From an optimization exercise on the open Yosys and OpenROAD flow, aimed at small area; shortcuts taken in it are not production practice.
RTL that was checked went through simulation tests only; none was proved equivalent to the original.
Power and IR drop assume default switching activity.

==> run a: inputs <==
==> flow/design.v <==
module snn_input_mem #(
  parameter int WIDTH_PKT  = 32,
  parameter int WIDTH_DATA = 13,
  parameter int WIDTH_FW   = 7,
  parameter int DEPTH_F    = 5,
  parameter int DEPTH_I    = 25
) (
  input  logic                  clk,
  input  logic                  rst_n,
  input  logic                  filt_wr_valid,
  output logic                  filt_wr_ready,
  input  logic [4:0]            filt_wr_addr,
  input  logic [WIDTH_FW-1:0]   filt_wr_data,
  input  logic                  ifm_wr_valid,
  output logic                  ifm_wr_ready,
  input  logic [9:0]            ifm_wr_addr,
  input  logic                  ifm_wr_data,
  output logic                  filt_pkt_valid,
  input  logic                  filt_pkt_ready,
  output logic [WIDTH_PKT-1:0]  filt_pkt_data,
  output logic                  ifm_pkt_valid,
  input  logic                  ifm_pkt_ready,
  output logic [WIDTH_PKT-1:0]  ifm_pkt_data,
  output logic                  filt_state,
  output logic                  ifm_state
);
  localparam int NF = DEPTH_F * DEPTH_F;    
  localparam int NI = DEPTH_I * DEPTH_I;    
  localparam int NB = (NI + 31) / 32;       
  localparam logic [4:0] WC_LAST = 5'b10100;
  localparam logic [9:0] PC_LAST = 10'b0100111101;
  logic alive;
  always_ff @(posedge clk or negedge rst_n) begin
    if (!rst_n) alive <= 1'b0;
    else        alive <= 1'b1;
  end
  logic                filt_st;             
  logic [4:0]          wcnt;                
  logic [2:0]          frow, fcol;          
  logic [WIDTH_FW-1:0] filt_mem [NF];
  logic [NF-1:0]       filt_flag;           
  logic                filt_we, filt_last_wr, filt_pkt_fire, filt_last_pkt;
  assign filt_we       = filt_wr_valid && !filt_st && alive && (filt_wr_addr < 5'(NF));
  assign filt_last_wr  = (wcnt == WC_LAST);
  assign filt_pkt_fire = filt_st && filt_pkt_ready;
  assign filt_last_pkt = (frow == 3'(DEPTH_F - 1)) && (fcol == 3'(DEPTH_F - 1));
  always_ff @(posedge clk or negedge rst_n) begin
    if (!rst_n) begin
      filt_st   <= 1'b0;
      wcnt      <= '0;
      frow      <= '0;
      fcol      <= '0;
      filt_flag <= '0;
    end else begin
      if (filt_we) begin
        wcnt <= filt_last_wr ? 5'd0 : {wcnt[3:0], ~(wcnt[4] ^ wcnt[2])};
        filt_flag[filt_wr_addr] <= 1'b1;
        if (filt_last_wr) filt_st <= 1'b1;
      end
      if (filt_pkt_fire) begin
        if (fcol == 3'(DEPTH_F - 1)) begin
          fcol <= '0;
          frow <= filt_last_pkt ? 3'd0 : frow + 3'd1;
        end else begin
          fcol <= fcol + 3'd1;
        end
        if (filt_last_pkt) filt_st <= 1'b0;
      end
    end
  end
  always_ff @(posedge clk) begin
    if (filt_we) filt_mem[filt_wr_addr] <= filt_wr_data;
  end
  logic [NF-1:0]       fsel;
  logic [WIDTH_FW-1:0] filt_w;
  always_comb begin
    for (int r = 0; r < DEPTH_F; r++)
      for (int c = 0; c < DEPTH_F; c++)
        fsel[r*DEPTH_F+c] = filt_st && frow == 3'(r) && fcol == 3'(c) &&
                            filt_flag[r*DEPTH_F+c];
    for (int b = 0; b < WIDTH_FW; b++) begin
      logic [NF-1:0] col;
      for (int e = 0; e < NF; e++) col[e] = filt_mem[e][b];
      filt_w[b] = |(fsel & col);
    end
  end
  assign filt_wr_ready  = !filt_st && alive;
  assign filt_pkt_valid = filt_st;
  assign filt_pkt_data  = {2'b00, filt_st ? frow : 3'd0, filt_st ? fcol : 3'd0,
                           {(WIDTH_PKT - 8 - WIDTH_FW){1'b0}}, filt_w};
  assign filt_state     = filt_st;
  logic          ifm_st;
  logic [9:0]    pcnt;                      
  logic [4:0]    irow;
  logic [NB-1:0] ifm_flag;                  
  logic [NI-1:0] imem;
  logic          ifm_we, ifm_last_wr, ifm_pkt_fire, ifm_last_pkt;
  assign ifm_we       = ifm_wr_valid && !ifm_st && alive && (ifm_wr_addr < 10'(NI));
  assign ifm_last_wr  = (pcnt == PC_LAST);
  assign ifm_pkt_fire = ifm_st && ifm_pkt_ready;
  assign ifm_last_pkt = (irow == 5'(DEPTH_I - 1));
  always_ff @(posedge clk or negedge rst_n) begin
    if (!rst_n) begin
      ifm_st   <= 1'b0;
      pcnt     <= '0;
      irow     <= '0;
      ifm_flag <= '0;
    end else begin
      if (ifm_we) begin
        pcnt <= ifm_last_wr ? 10'd0 : {pcnt[8:0], ~(pcnt[9] ^ pcnt[6])};
        ifm_flag[ifm_wr_addr[9:5]] <= 1'b1;
        if (ifm_last_wr) ifm_st <= 1'b1;
      end
      if (ifm_pkt_fire) begin
        irow <= ifm_last_pkt ? 5'd0 : irow + 5'd1;
        if (ifm_last_pkt) ifm_st <= 1'b0;
      end
    end
  end
  logic [NB-1:0] blk1_n, blk0_n, blkz;
  logic [31:0]   bsel_n;
  always_comb begin
    for (int k = 0; k < NB; k++) begin
      blk1_n[k] = !(ifm_we && ifm_wr_addr[9:5] == 5'(k) &&  ifm_wr_data);
      blk0_n[k] = !(ifm_we && ifm_wr_addr[9:5] == 5'(k) && !ifm_wr_data);
      blkz[k]   =   ifm_we && ifm_wr_addr[9:5] == 5'(k) && !ifm_flag[k];
    end
    for (int j = 0; j < 32; j++) bsel_n[j] = (ifm_wr_addr[4:0] != 5'(j));
  end
  logic [NI-1:0] imem_d;
  always_comb begin
    for (int a = 0; a < NI; a++)
      imem_d[a] = !((bsel_n[a%32] || blk1_n[a/32]) &&
                    (!((bsel_n[a%32] || blk0_n[a/32]) && imem[a]) || blkz[a/32]));
  end
  always_ff @(posedge clk) imem <= imem_d;
  logic [DEPTH_I-1:0] rsel;
  logic [DEPTH_I-1:0] ifm_bits;
  always_comb begin
    for (int r = 0; r < DEPTH_I; r++) rsel[r] = ifm_st && irow == 5'(r);
    for (int c = 0; c < DEPTH_I; c++) begin
      logic [DEPTH_I-1:0] sel, col;
      for (int r = 0; r < DEPTH_I; r++) begin
        sel[r] = rsel[r] && ifm_flag[(r*DEPTH_I+c)/32];
        col[r] = imem[r*DEPTH_I+c];
      end
      ifm_bits[c] = |(sel & col);
    end
  end
  assign ifm_wr_ready  = !ifm_st && alive;
  assign ifm_pkt_valid = ifm_st;
  assign ifm_pkt_data  = {1'b0, ifm_st, ifm_st ? irow : 5'd0, ifm_bits};
  assign ifm_state     = ifm_st;
endmodule
==> flow/flow/run.sh <==
#!/bin/bash
# Own flow: the standard layout, except that synthesis maps the logic with
# an area-oriented ABC script (flow/area.abc) instead of ORFS's speed script.
# Registers, their names and cell types are those of the standard synthesis:
# only the abc call's -script argument is replaced.
set -euo pipefail
W=$PWD
cat > "$W/own_synth.tcl" <<EOF
proc abc {args} {
  set i [lsearch -exact \$args -script]
  if {\$i >= 0} { lset args [expr {\$i + 1}] {$W/flow/area.abc} }
  set j [lsearch -exact \$args -D]
  if {\$j >= 0} { set args [lreplace \$args \$j [expr {\$j + 1}]] }
  yosys abc {*}\$args
}
source {$W/synth_recipe.tcl}
EOF
make -C "$FLOW_HOME" DESIGN_CONFIG="$W/config.mk" WORK_HOME="$W/orfs" CLKGATE_MAP_FILE= \
  SYNTH_SCRIPT="$W/own_synth.tcl" finish > "$W/make_finish.log" 2>&1
R=$W/orfs/results/$FLOW_PLATFORM/snn_input_mem/base
: # left out here: write the final layout as DEF
==> flow/flow/area.abc <==
&get -n
 &st
 &dch -f
 &nf -R 1000
 &put
==> flow/standard.sh <==
#!/bin/bash
# synth_recipe.tcl (not shown) runs the flow's synth.tcl, then flattens the netlist and writes it again
# the make line also repeats each setting of config.mk as NAME=value (left out here)
make -C /OpenROAD-flow-scripts/flow DESIGN_CONFIG=/design/flow/config.mk WORK_HOME=/design/flow/orfs CLKGATE_MAP_FILE= SYNTH_SCRIPT=/design/flow/synth_recipe.tcl "${@:-finish}"
==> flow/config.mk <==
export PLATFORM = sky130hd
export DESIGN_NAME = snn_input_mem
export DESIGN_NICKNAME = snn_input_mem
export VERILOG_FILES = /design/flow/design.v
export SDC_FILE = /design/flow/constraint.sdc
export NUM_CORES = 4
export LEC_CHECK = 0
export CAP_MARGIN = 20
export CORE_MARGIN = 2
export CORE_UTILIZATION = 40
export SLEW_MARGIN = 20
==> flow/constraint.sdc <==
create_clock -name core_clock -period 12.0 [get_ports {clk}]
set_input_delay 2.4000 -clock core_clock [delete_from_list [all_inputs] [get_ports {clk}]]
set_output_delay 2.4000 -clock core_clock [all_outputs]
set_load 0.01 [all_outputs]
==> run b: changes against run a <==
--- a/flow/design.v
+++ b/flow/design.v
@@ -36,8 +36,8 @@
   end
   logic                filt_st;             
+  logic                filt_seen;           
   logic [4:0]          wcnt;                
   logic [2:0]          frow, fcol;          
-  logic [WIDTH_FW-1:0] filt_mem [NF];
-  logic [NF-1:0]       filt_flag;           
+  logic [NF*WIDTH_FW-1:0] fmem;             
   logic                filt_we, filt_last_wr, filt_pkt_fire, filt_last_pkt;
   assign filt_we       = filt_wr_valid && !filt_st && alive && (filt_wr_addr < 5'(NF));
@@ -48,12 +48,12 @@
     if (!rst_n) begin
       filt_st   <= 1'b0;
+      filt_seen <= 1'b0;
       wcnt      <= '0;
       frow      <= '0;
       fcol      <= '0;
-      filt_flag <= '0;
     end else begin
       if (filt_we) begin
         wcnt <= filt_last_wr ? 5'd0 : {wcnt[3:0], ~(wcnt[4] ^ wcnt[2])};
-        filt_flag[filt_wr_addr] <= 1'b1;
+        filt_seen <= 1'b1;
         if (filt_last_wr) filt_st <= 1'b1;
       end
@@ -69,7 +69,23 @@
     end
   end
-  always_ff @(posedge clk) begin
-    if (filt_we) filt_mem[filt_wr_addr] <= filt_wr_data;
+  logic [NF-1:0]       esel_n;
+  logic [WIDTH_FW-1:0] fd1_n, fd0_n;
+  logic                fclr;
+  always_comb begin
+    for (int e = 0; e < NF; e++) esel_n[e] = !(filt_we && filt_wr_addr == 5'(e));
+    for (int b = 0; b < WIDTH_FW; b++) begin
+      fd1_n[b] = !filt_wr_data[b];
+      fd0_n[b] =  filt_wr_data[b];
+    end
+    fclr = filt_we && !filt_seen;
   end
+  logic [NF*WIDTH_FW-1:0] fmem_d;
+  always_comb begin
+    for (int e = 0; e < NF; e++)
+      for (int b = 0; b < WIDTH_FW; b++)
+        fmem_d[e*WIDTH_FW+b] = !((esel_n[e] || fd1_n[b]) &&
+                                 (!((esel_n[e] || fd0_n[b]) && fmem[e*WIDTH_FW+b]) || fclr));
+  end
+  always_ff @(posedge clk) fmem <= fmem_d;
   logic [NF-1:0]       fsel;
   logic [WIDTH_FW-1:0] filt_w;
@@ -77,9 +93,8 @@
     for (int r = 0; r < DEPTH_F; r++)
       for (int c = 0; c < DEPTH_F; c++)
-        fsel[r*DEPTH_F+c] = filt_st && frow == 3'(r) && fcol == 3'(c) &&
-                            filt_flag[r*DEPTH_F+c];
+        fsel[r*DEPTH_F+c] = filt_st && frow == 3'(r) && fcol == 3'(c);
     for (int b = 0; b < WIDTH_FW; b++) begin
       logic [NF-1:0] col;
-      for (int e = 0; e < NF; e++) col[e] = filt_mem[e][b];
+      for (int e = 0; e < NF; e++) col[e] = fmem[e*WIDTH_FW+b];
       filt_w[b] = |(fsel & col);
     end
@@ -91,7 +106,7 @@
   assign filt_state     = filt_st;
   logic          ifm_st;
+  logic          ifm_seen;                  
   logic [9:0]    pcnt;                      
   logic [4:0]    irow;
-  logic [NB-1:0] ifm_flag;                  
   logic [NI-1:0] imem;
   logic          ifm_we, ifm_last_wr, ifm_pkt_fire, ifm_last_pkt;
@@ -103,11 +118,11 @@
     if (!rst_n) begin
       ifm_st   <= 1'b0;
+      ifm_seen <= 1'b0;
       pcnt     <= '0;
       irow     <= '0;
-      ifm_flag <= '0;
     end else begin
       if (ifm_we) begin
         pcnt <= ifm_last_wr ? 10'd0 : {pcnt[8:0], ~(pcnt[9] ^ pcnt[6])};
-        ifm_flag[ifm_wr_addr[9:5]] <= 1'b1;
+        ifm_seen <= 1'b1;
         if (ifm_last_wr) ifm_st <= 1'b1;
       end
@@ -118,13 +133,14 @@
     end
   end
-  logic [NB-1:0] blk1_n, blk0_n, blkz;
+  logic [NB-1:0] blk1_n, blk0_n;
   logic [31:0]   bsel_n;
+  logic          iclr;
   always_comb begin
     for (int k = 0; k < NB; k++) begin
       blk1_n[k] = !(ifm_we && ifm_wr_addr[9:5] == 5'(k) &&  ifm_wr_data);
       blk0_n[k] = !(ifm_we && ifm_wr_addr[9:5] == 5'(k) && !ifm_wr_data);
-      blkz[k]   =   ifm_we && ifm_wr_addr[9:5] == 5'(k) && !ifm_flag[k];
     end
     for (int j = 0; j < 32; j++) bsel_n[j] = (ifm_wr_addr[4:0] != 5'(j));
+    iclr = ifm_we && !ifm_seen;
   end
   logic [NI-1:0] imem_d;
@@ -132,5 +148,5 @@
     for (int a = 0; a < NI; a++)
       imem_d[a] = !((bsel_n[a%32] || blk1_n[a/32]) &&
-                    (!((bsel_n[a%32] || blk0_n[a/32]) && imem[a]) || blkz[a/32]));
+                    (!((bsel_n[a%32] || blk0_n[a/32]) && imem[a]) || iclr));
   end
   always_ff @(posedge clk) imem <= imem_d;
@@ -140,10 +156,7 @@
     for (int r = 0; r < DEPTH_I; r++) rsel[r] = ifm_st && irow == 5'(r);
     for (int c = 0; c < DEPTH_I; c++) begin
-      logic [DEPTH_I-1:0] sel, col;
-      for (int r = 0; r < DEPTH_I; r++) begin
-        sel[r] = rsel[r] && ifm_flag[(r*DEPTH_I+c)/32];
-        col[r] = imem[r*DEPTH_I+c];
-      end
-      ifm_bits[c] = |(sel & col);
+      logic [DEPTH_I-1:0] col;
+      for (int r = 0; r < DEPTH_I; r++) col[r] = imem[r*DEPTH_I+c];
+      ifm_bits[c] = |(rsel & col);
     end
   end
--- a/flow/flow/run.sh
+++ b/flow/flow/run.sh
@@ -3,5 +3,6 @@
 # an area-oriented ABC script (flow/area.abc) instead of ORFS's speed script.
 # Registers, their names and cell types are those of the standard synthesis:
-# only the abc call's -script argument is replaced.
+# only the abc call's -script argument is replaced. Ports are buffered with
+# the smallest buffer (buf_1) rather than the one buffer_ports picks.
 set -euo pipefail
 W=$PWD
@@ -17,5 +18,6 @@
 EOF
 make -C "$FLOW_HOME" DESIGN_CONFIG="$W/config.mk" WORK_HOME="$W/orfs" CLKGATE_MAP_FILE= \
-  SYNTH_SCRIPT="$W/own_synth.tcl" finish > "$W/make_finish.log" 2>&1
+  SYNTH_SCRIPT="$W/own_synth.tcl" \
+  BUFFER_PORTS_ARGS="-buffer_cell sky130_fd_sc_hd__buf_1" finish > "$W/make_finish.log" 2>&1
 R=$W/orfs/results/$FLOW_PLATFORM/snn_input_mem/base
 : # left out here: write the final layout as DEF
--- a/flow/config.mk
+++ b/flow/config.mk
@@ -8,4 +8,5 @@
 export CAP_MARGIN = 20
 export CORE_MARGIN = 2
-export CORE_UTILIZATION = 40
+export CORE_UTILIZATION = 55
+export CTS_BUF_LIST = sky130_fd_sc_hd__clkbuf_4 sky130_fd_sc_hd__clkbuf_8
 export SLEW_MARGIN = 20
==> notes <==
- In run a the sequential share of layout area is higher than in run b, by 2.8 points.
- Between run b and run a, the lower flip-flop and latch count is in run b (gap 43).
- Between run a and run b, the lower via count is in run a (gap about 7%, measured against run b).
- In run b the clock skew is higher than in run a, by 0.013 ns.
- Of run b and run a, run a has the higher die area (gap 32%, measured against run a).
==> figures <==
| item | run b | run a |
|---|---|---|
| Run status | no timing/DRC/antenna violations | no timing/DRC/antenna violations |
| Mux share of post-synthesis cell area | 0.142% | 0.0985% |
| Sum of buffers and inverters on the critical path | 3 | 2 |
| Most common cell after layout, fill and taps aside | dfxtp_1 | o21ai_0 |
| Compound-cell area share of the yosys netlist | 34.7% | 32.1% |
| Die Wd | 244 um | 297 um |
| Area share of the largest cell type after synthesis | 50.6% | 36.5% |
| Placed wire-length estimate | 76600 um | 84700 um |
| Fraction of power consumed by combinational cells | 5.9% | 4.1% |
| Number of synthesized flops with an enable pin | 0 | 175 |
| Die Height | 244 um | 297 um |
| Antenna violations before repair | 3 | 5 |
The RTL of run a was laid out without a check of its function.

afterwards: timing with drivers on the ports:
The flow's constraints put no driver on any port. The routed layouts listed below were extracted and timed again, unchanged, in two steps. Step 1 sets driving cells, clkbuf_16 on the clock port and buf_2 on the other inputs (assumed; they add their load-dependent delay and slew). Step 2, shift: input delay + t, output delay - t, t = (earliest + latest rising clock arrival at the registers) / 2. This alone moves slack from input paths to output paths. a / b / c = no drivers / after step 1 / after step 2; a / b = the first two.
| run | t, ns | setup WS [ns] | hold WS [ns] | worst register clock-pin slew, ns | worst data-port slew with drivers (ns) |
|---|---|---|---|---|---|
| run a | 0.738 | 4.866 / 4.798 / 5.111 | 0.450 / 0.450 / 0.450 | 0.07 / 0.07 | 0.15 |
| run b | 0.851 | 5.148 / 5.088 / 4.821 | 0.462 / 0.462 / 0.462 | 0.06 / 0.06 | 0.05 |
After both steps every run listed still meets setup and hold. The setup slack of run b, which loses most, moves by -0.060 ns with the drivers and by -0.327 ns with both steps.
